Background: an optimization exercise with open tools, aiming at small area and a short achievable clock period. Do not read the settings as production practice. RTL that was checked went through simulation tests only; none was proved equivalent to the original. No activity file was given, so power comes from the tool's default toggle rates.

==> 09-23 <==
// branch_predictor
module branch_predictor (
  input  logic        clk,
  input  logic        reset,
  input  logic [31:0] if_pc,
  output logic        pred_taken,
  output logic [31:0] pred_next_pc,
  input  logic        ex_valid,
  input  logic        ex_is_branch,
  input  logic        ex_is_jump,
  input  logic [31:0] ex_pc,
  input  logic [31:0] ex_target,
  input  logic        ex_taken
);
==> flow/config.mk <==
export PLATFORM = sky130hd
export DESIGN_NAME = branch_predictor
export DESIGN_NICKNAME = branch_predictor
export VERILOG_FILES = /design/flow/design.v
export SDC_FILE = /design/flow/constraint.sdc
export NUM_CORES = 4
export LEC_CHECK = 0
export CAP_MARGIN = 20
export CORE_MARGIN = 2
export CORE_UTILIZATION = 65
export SETUP_SLACK_MARGIN = 1.5
export SLEW_MARGIN = 20
export SYNTH_HIERARCHICAL = 1
export SYNTH_MINIMUM_KEEP_SIZE = 0
==> flow/constraint.sdc <==
create_clock -name core_clock -period 7.0 [get_ports {clk}]
set_input_delay 1.4000 -clock core_clock [delete_from_list [all_inputs] [get_ports {clk}]]
set_output_delay 1.4000 -clock core_clock [all_outputs]
set_load 0.01 [all_outputs]
run.sh (not shown) runs the stock make flow with config.mk's settings and CLKGATE_MAP_FILE= SYNTH_SCRIPT=/design/flow/synth_recipe.tcl, a recipe that flattens the netlist after the stock synthesis.
==> 01-20: changes against 09-23 <==
--- a/flow/design.v
+++ b/flow/design.v
@@ -16,14 +16,23 @@
 module bp_inv (input logic a, output logic y);
   assign y = ~a;
 endmodule
 module bp_xnor2 (input logic a, b, output logic y);
   assign y = ~(a ^ b);
 endmodule
-module bp_mux2i (input logic s, a0, a1, output logic y);
-  assign y = ~(s ? a1 : a0);
+module bp_a22oi (input logic a1, a2, b1, b2, output logic y);
+  assign y = ~((a1 & a2) | (b1 & b2));
+endmodule
+module bp_a222oi (input logic a1, a2, b1, b2, c1, c2, output logic y);
+  assign y = ~((a1 & a2) | (b1 & b2) | (c1 & c2));
+endmodule
+module bp_xor2 (input logic a, b, output logic y);
+  assign y = a ^ b;
+endmodule
+module bp_a32oi (input logic a1, a2, a3, b1, b2, output logic y);
+  assign y = ~((a1 & a2 & a3) | (b1 & b2));
 endmodule
 module bp_dec (
   input  logic [4:0]  idx,
   output logic [31:0] sel
 );
   logic [4:0] idx_n;
@@ -47,25 +56,49 @@
   input  logic [7:0] sel,
   input  logic [7:0] d,
   output logic       y
 );
   assign y = |(sel & d);
 endmodule
+module bp_rdbit2_n (
+  input  logic [31:0] sel,
+  input  logic [31:0] d,
+  output logic [1:0]  y_n
+);
+  logic [3:0] g;
+  for (genvar i = 0; i < 4; i++) begin : g_rd
+    bp_rd8 u_rd (.sel(sel[8*i +: 8]), .d(d[8*i +: 8]), .y(g[i]));
+  end
+  bp_nor2 u_nr0 (.a(g[0]), .b(g[1]), .y(y_n[0]));
+  bp_nor2 u_nr1 (.a(g[2]), .b(g[3]), .y(y_n[1]));
+endmodule
 module bp_rdbit (
   input  logic [31:0] sel,
   input  logic [31:0] d,
   output logic        y
 );
-  logic [3:0] g;
   logic [1:0] h_n;
-  for (genvar i = 0; i < 4; i++) begin : g_rd
-    bp_rd8 u_rd (.sel(sel[8*i +: 8]), .d(d[8*i +: 8]), .y(g[i]));
-  end
-  bp_nor2  u_nr0 (.a(g[0]), .b(g[1]), .y(h_n[0]));
-  bp_nor2  u_nr1 (.a(g[2]), .b(g[3]), .y(h_n[1]));
-  bp_nand2 u_nd  (.a(h_n[0]), .b(h_n[1]), .y(y));
+  bp_rdbit2_n u_rd (.sel(sel), .d(d), .y_n(h_n));
+  bp_nand2    u_nd (.a(h_n[0]), .b(h_n[1]), .y(y));
+endmodule
+module bp_rdbit_c_n (
+  input  logic [31:0] sel,
+  input  logic [31:0] d,
+  output logic        y_n
+);
+  logic [10:0] t_n;
+  logic [2:0]  g;
+  for (genvar i = 0; i < 10; i++) begin : g_ao
+    bp_a222oi u_ao (.a1(sel[3*i]), .a2(d[3*i]), .b1(sel[3*i+1]), .b2(d[3*i+1]),
+                    .c1(sel[3*i+2]), .c2(d[3*i+2]), .y(t_n[i]));
+  end
+  bp_a22oi u_ao10 (.a1(sel[30]), .a2(d[30]), .b1(sel[31]), .b2(d[31]), .y(t_n[10]));
+  bp_nand4 u_nd0 (.a(t_n[0]), .b(t_n[1]), .c(t_n[2]), .d(t_n[3]), .y(g[0]));
+  bp_nand4 u_nd1 (.a(t_n[4]), .b(t_n[5]), .c(t_n[6]), .d(t_n[7]), .y(g[1]));
+  bp_nand3 u_nd2 (.a(t_n[8]), .b(t_n[9]), .c(t_n[10]), .y(g[2]));
+  bp_nor3  u_nr  (.a(g[0]), .b(g[1]), .c(g[2]), .y(y_n));
 endmodule
 module bp_match_n (
   input  logic [24:0] tag,
   input  logic [24:0] pc_tag,
   input  logic        valid,
   input  logic        ctr1,
@@ -110,17 +143,18 @@
   logic        valid_r  [32];
   logic [24:0] tag_r    [32];
   logic [31:0] target_r [32];
   logic [1:0]  ctr_r    [32];
   logic [31:0] sel_a_s, sel_b_s, m_n_s;
   logic [31:0] col_tgt_s [32];
-  logic [31:0] tgt_rd_s, tgt_rd_n_s, inc_n_s;
+  logic [1:0]  tgt_h_n_s [32];
+  logic [31:0] inc_n_s;
   logic [7:0]  or8_s;
   logic [3:0]  or16_n_s;
   logic [1:0]  or32_s;
-  logic [3:0]  pt_n_s;
+  logic [3:0]  pt_n_s, pt_s;
   always_comb
     for (int k = 0; k < 32; k++)
       for (int b = 0; b < 32; b++) col_tgt_s[b][k] = target_r[k][b];
   bp_dec u_dec_a (.idx(if_pc[6:2]), .sel(sel_a_s));
   bp_dec u_dec_b (.idx(if_pc[6:2]), .sel(sel_b_s));
   for (genvar k = 0; k < 32; k++) begin : g_ent
@@ -135,26 +169,26 @@
     bp_nor2 u_nr (.a(or8_s[2*i]), .b(or8_s[2*i+1]), .y(or16_n_s[i]));
   end
   for (genvar i = 0; i < 2; i++) begin : g_or32
     bp_nand2 u_nd (.a(or16_n_s[2*i]), .b(or16_n_s[2*i+1]), .y(or32_s[i]));
   end
   for (genvar i = 0; i < 4; i++) begin : g_pt
-    bp_nor2 u_nr (.a(or32_s[0]), .b(or32_s[1]), .y(pt_n_s[i]));
-  end
-  bp_inv u_pto (.a(pt_n_s[0]), .y(pred_taken));
+    bp_nor2  u_nr (.a(or32_s[0]), .b(or32_s[1]), .y(pt_n_s[i]));
+    bp_nand4 u_nd (.a(or16_n_s[0]), .b(or16_n_s[1]), .c(or16_n_s[2]), .d(or16_n_s[3]),
+                   .y(pt_s[i]));
+  end
+  assign pred_taken = pt_s[0];
   bp_inc_n u_inc (.pc(if_pc), .y_n(inc_n_s));
   for (genvar b = 0; b < 32; b++) begin : g_tgt
-    bp_rdbit  u_rd  (.sel(sel_b_s), .d(col_tgt_s[b]), .y(tgt_rd_s[b]));
-    bp_inv    u_iv  (.a(tgt_rd_s[b]), .y(tgt_rd_n_s[b]));
-    bp_mux2i  u_out (.s(pt_n_s[b / 8]), .a0(tgt_rd_n_s[b]), .a1(inc_n_s[b]),
-                     .y(pred_next_pc[b]));
+    bp_rdbit2_n u_rd  (.sel(sel_b_s), .d(col_tgt_s[b]), .y_n(tgt_h_n_s[b]));
+    bp_a32oi    u_out (.a1(pt_s[b / 8]), .a2(tgt_h_n_s[b][0]), .a3(tgt_h_n_s[b][1]),
+                       .b1(pt_n_s[b / 8]), .b2(inc_n_s[b]), .y(pred_next_pc[b]));
   end
   logic [31:0] ex_sel_s;
   logic [31:0] col_tag_s [25];
   logic [31:0] col_val_s, col_c0_s, col_c1_s;
-  logic [24:0] ex_tag_rd_s;
   logic [26:0] ex_eq_s;
   logic [8:0]  ex_l1_n_s;
   logic [2:0]  ex_l2_s;
   logic [1:0]  ex_ctr_s, ctr_nxt_s;
   logic        ex_hit_n_s, ex_hit_s, upd_s, taken_s;
   always_comb
@@ -162,20 +196,25 @@
       for (int b = 0; b < 25; b++) col_tag_s[b][k] = tag_r[k][b];
       col_val_s[k] = valid_r[k];
       col_c0_s[k]  = ctr_r[k][0];
       col_c1_s[k]  = ctr_r[k][1];
     end
   bp_dec u_dec_ex (.idx(ex_pc[6:2]), .sel(ex_sel_s));
+  logic [24:0] ex_tag_rd_n_s;
+  logic        ex_val_rd_n_s;
+  logic [1:0]  ex_ctr_rd_n_s;
   for (genvar b = 0; b < 25; b++) begin : g_ex_tag
-    bp_rdbit u_rd (.sel(ex_sel_s), .d(col_tag_s[b]), .y(ex_tag_rd_s[b]));
-    bp_xnor2 u_eq (.a(ex_tag_rd_s[b]), .b(ex_pc[7+b]), .y(ex_eq_s[b]));
-  end
-  bp_rdbit u_rd_val (.sel(ex_sel_s), .d(col_val_s), .y(ex_eq_s[25]));
+    bp_rdbit_c_n u_rd (.sel(ex_sel_s), .d(col_tag_s[b]), .y_n(ex_tag_rd_n_s[b]));
+    bp_xor2      u_eq (.a(ex_tag_rd_n_s[b]), .b(ex_pc[7+b]), .y(ex_eq_s[b]));
+  end
+  bp_rdbit_c_n u_rd_val (.sel(ex_sel_s), .d(col_val_s), .y_n(ex_val_rd_n_s));
+  bp_inv       u_iv_val (.a(ex_val_rd_n_s), .y(ex_eq_s[25]));
   assign ex_eq_s[26] = 1'b1;
-  bp_rdbit u_rd_c0 (.sel(ex_sel_s), .d(col_c0_s), .y(ex_ctr_s[0]));
-  bp_rdbit u_rd_c1 (.sel(ex_sel_s), .d(col_c1_s), .y(ex_ctr_s[1]));
+  bp_rdbit_c_n u_rd_c0 (.sel(ex_sel_s), .d(col_c0_s), .y_n(ex_ctr_rd_n_s[0]));
+  bp_rdbit_c_n u_rd_c1 (.sel(ex_sel_s), .d(col_c1_s), .y_n(ex_ctr_rd_n_s[1]));
+  assign ex_ctr_s = ~ex_ctr_rd_n_s;
   for (genvar i = 0; i < 8; i++) begin : g_ex_l1
     bp_nand3 u_nd (.a(ex_eq_s[3*i]), .b(ex_eq_s[3*i+1]), .c(ex_eq_s[3*i+2]), .y(ex_l1_n_s[i]));
   end
   bp_nand2 u_ex_l1_8 (.a(ex_eq_s[24]), .b(ex_eq_s[25]), .y(ex_l1_n_s[8]));
   for (genvar i = 0; i < 3; i++) begin : g_ex_l2
     bp_nor3 u_nr (.a(ex_l1_n_s[3*i]), .b(ex_l1_n_s[3*i+1]), .c(ex_l1_n_s[3*i+2]), .y(ex_l2_s[i]));
Settings changed: CTS_BUF_LIST set to sky130_fd_sc_hd__clkbuf_8, CTS_CLUSTER_DIAMETER set to 45, CTS_CLUSTER_SIZE set to 18, SETUP_SLACK_MARGIN 1.5 to 2.2.
==> notes <==
Of 09-23 and 01-20, 01-20 has the higher fmax (gap 3.6%, measured against 01-20). Against 09-23, the cell count of 01-20 is lower by about 3.4%. Of 09-23 and 01-20, 01-20 has the higher sequential share of layout area (gap 0.29 points). Register-to-register slack: 09-23 is higher than 01-20 (260 ps). In 01-20 the setup slack is better than in 09-23, by 200 ps. Between 09-23 and 01-20, the lower first-iteration DRC count is in 09-23 (gap 25%, measured against 01-20). Of 01-20 and 09-23, 09-23 has the higher total power (gap about 10%, measured against 09-23). Flip-flop and latch count is the same in 09-23 and 01-20. Between 09-23 and 01-20, the lower critical path depth is in 09-23 (gap 2).
Function not checked in 01-20: the RTL went through the layout flow alone.

==> what the ideal ports hide <==
No port has a modelled driver above. Below, the same layouts with a new extraction and two added sets of constraints. Step 1 (the two cells are an assumption about what drives the block):
set clk [get_ports {clk}]
set_driving_cell -lib_cell sky130_fd_sc_hd__clkbuf_16 $clk
set_driving_cell -lib_cell sky130_fd_sc_hd__buf_2 [delete_from_list [all_inputs] $clk]
Step 2 also shifts input and output timing later by t, the mid clock arrival at the registers, as if the neighbouring blocks saw the same clock. Slacks: no drivers / after step 1 / after step 2; pairs: no drivers / after step 1.
run	t (ns)	setup WS [ns]	clock arrival spread, ns	slew at the worst register clock pin (ns)	worst slew at a driven data input, ns
09-23	0.895	1.492 / 1.315 / 0.654	0.031 / 0.031	0.07 / 0.07	0.19
01-20	0.997	1.691 / 1.636 / 1.063	0.078 / 0.079	0.11 / 0.11	0.14
After both steps every run listed still meets setup and hold. The setup slack of 09-23, which loses most, moves by -0.177 ns with the drivers and by -0.838 ns with both steps.
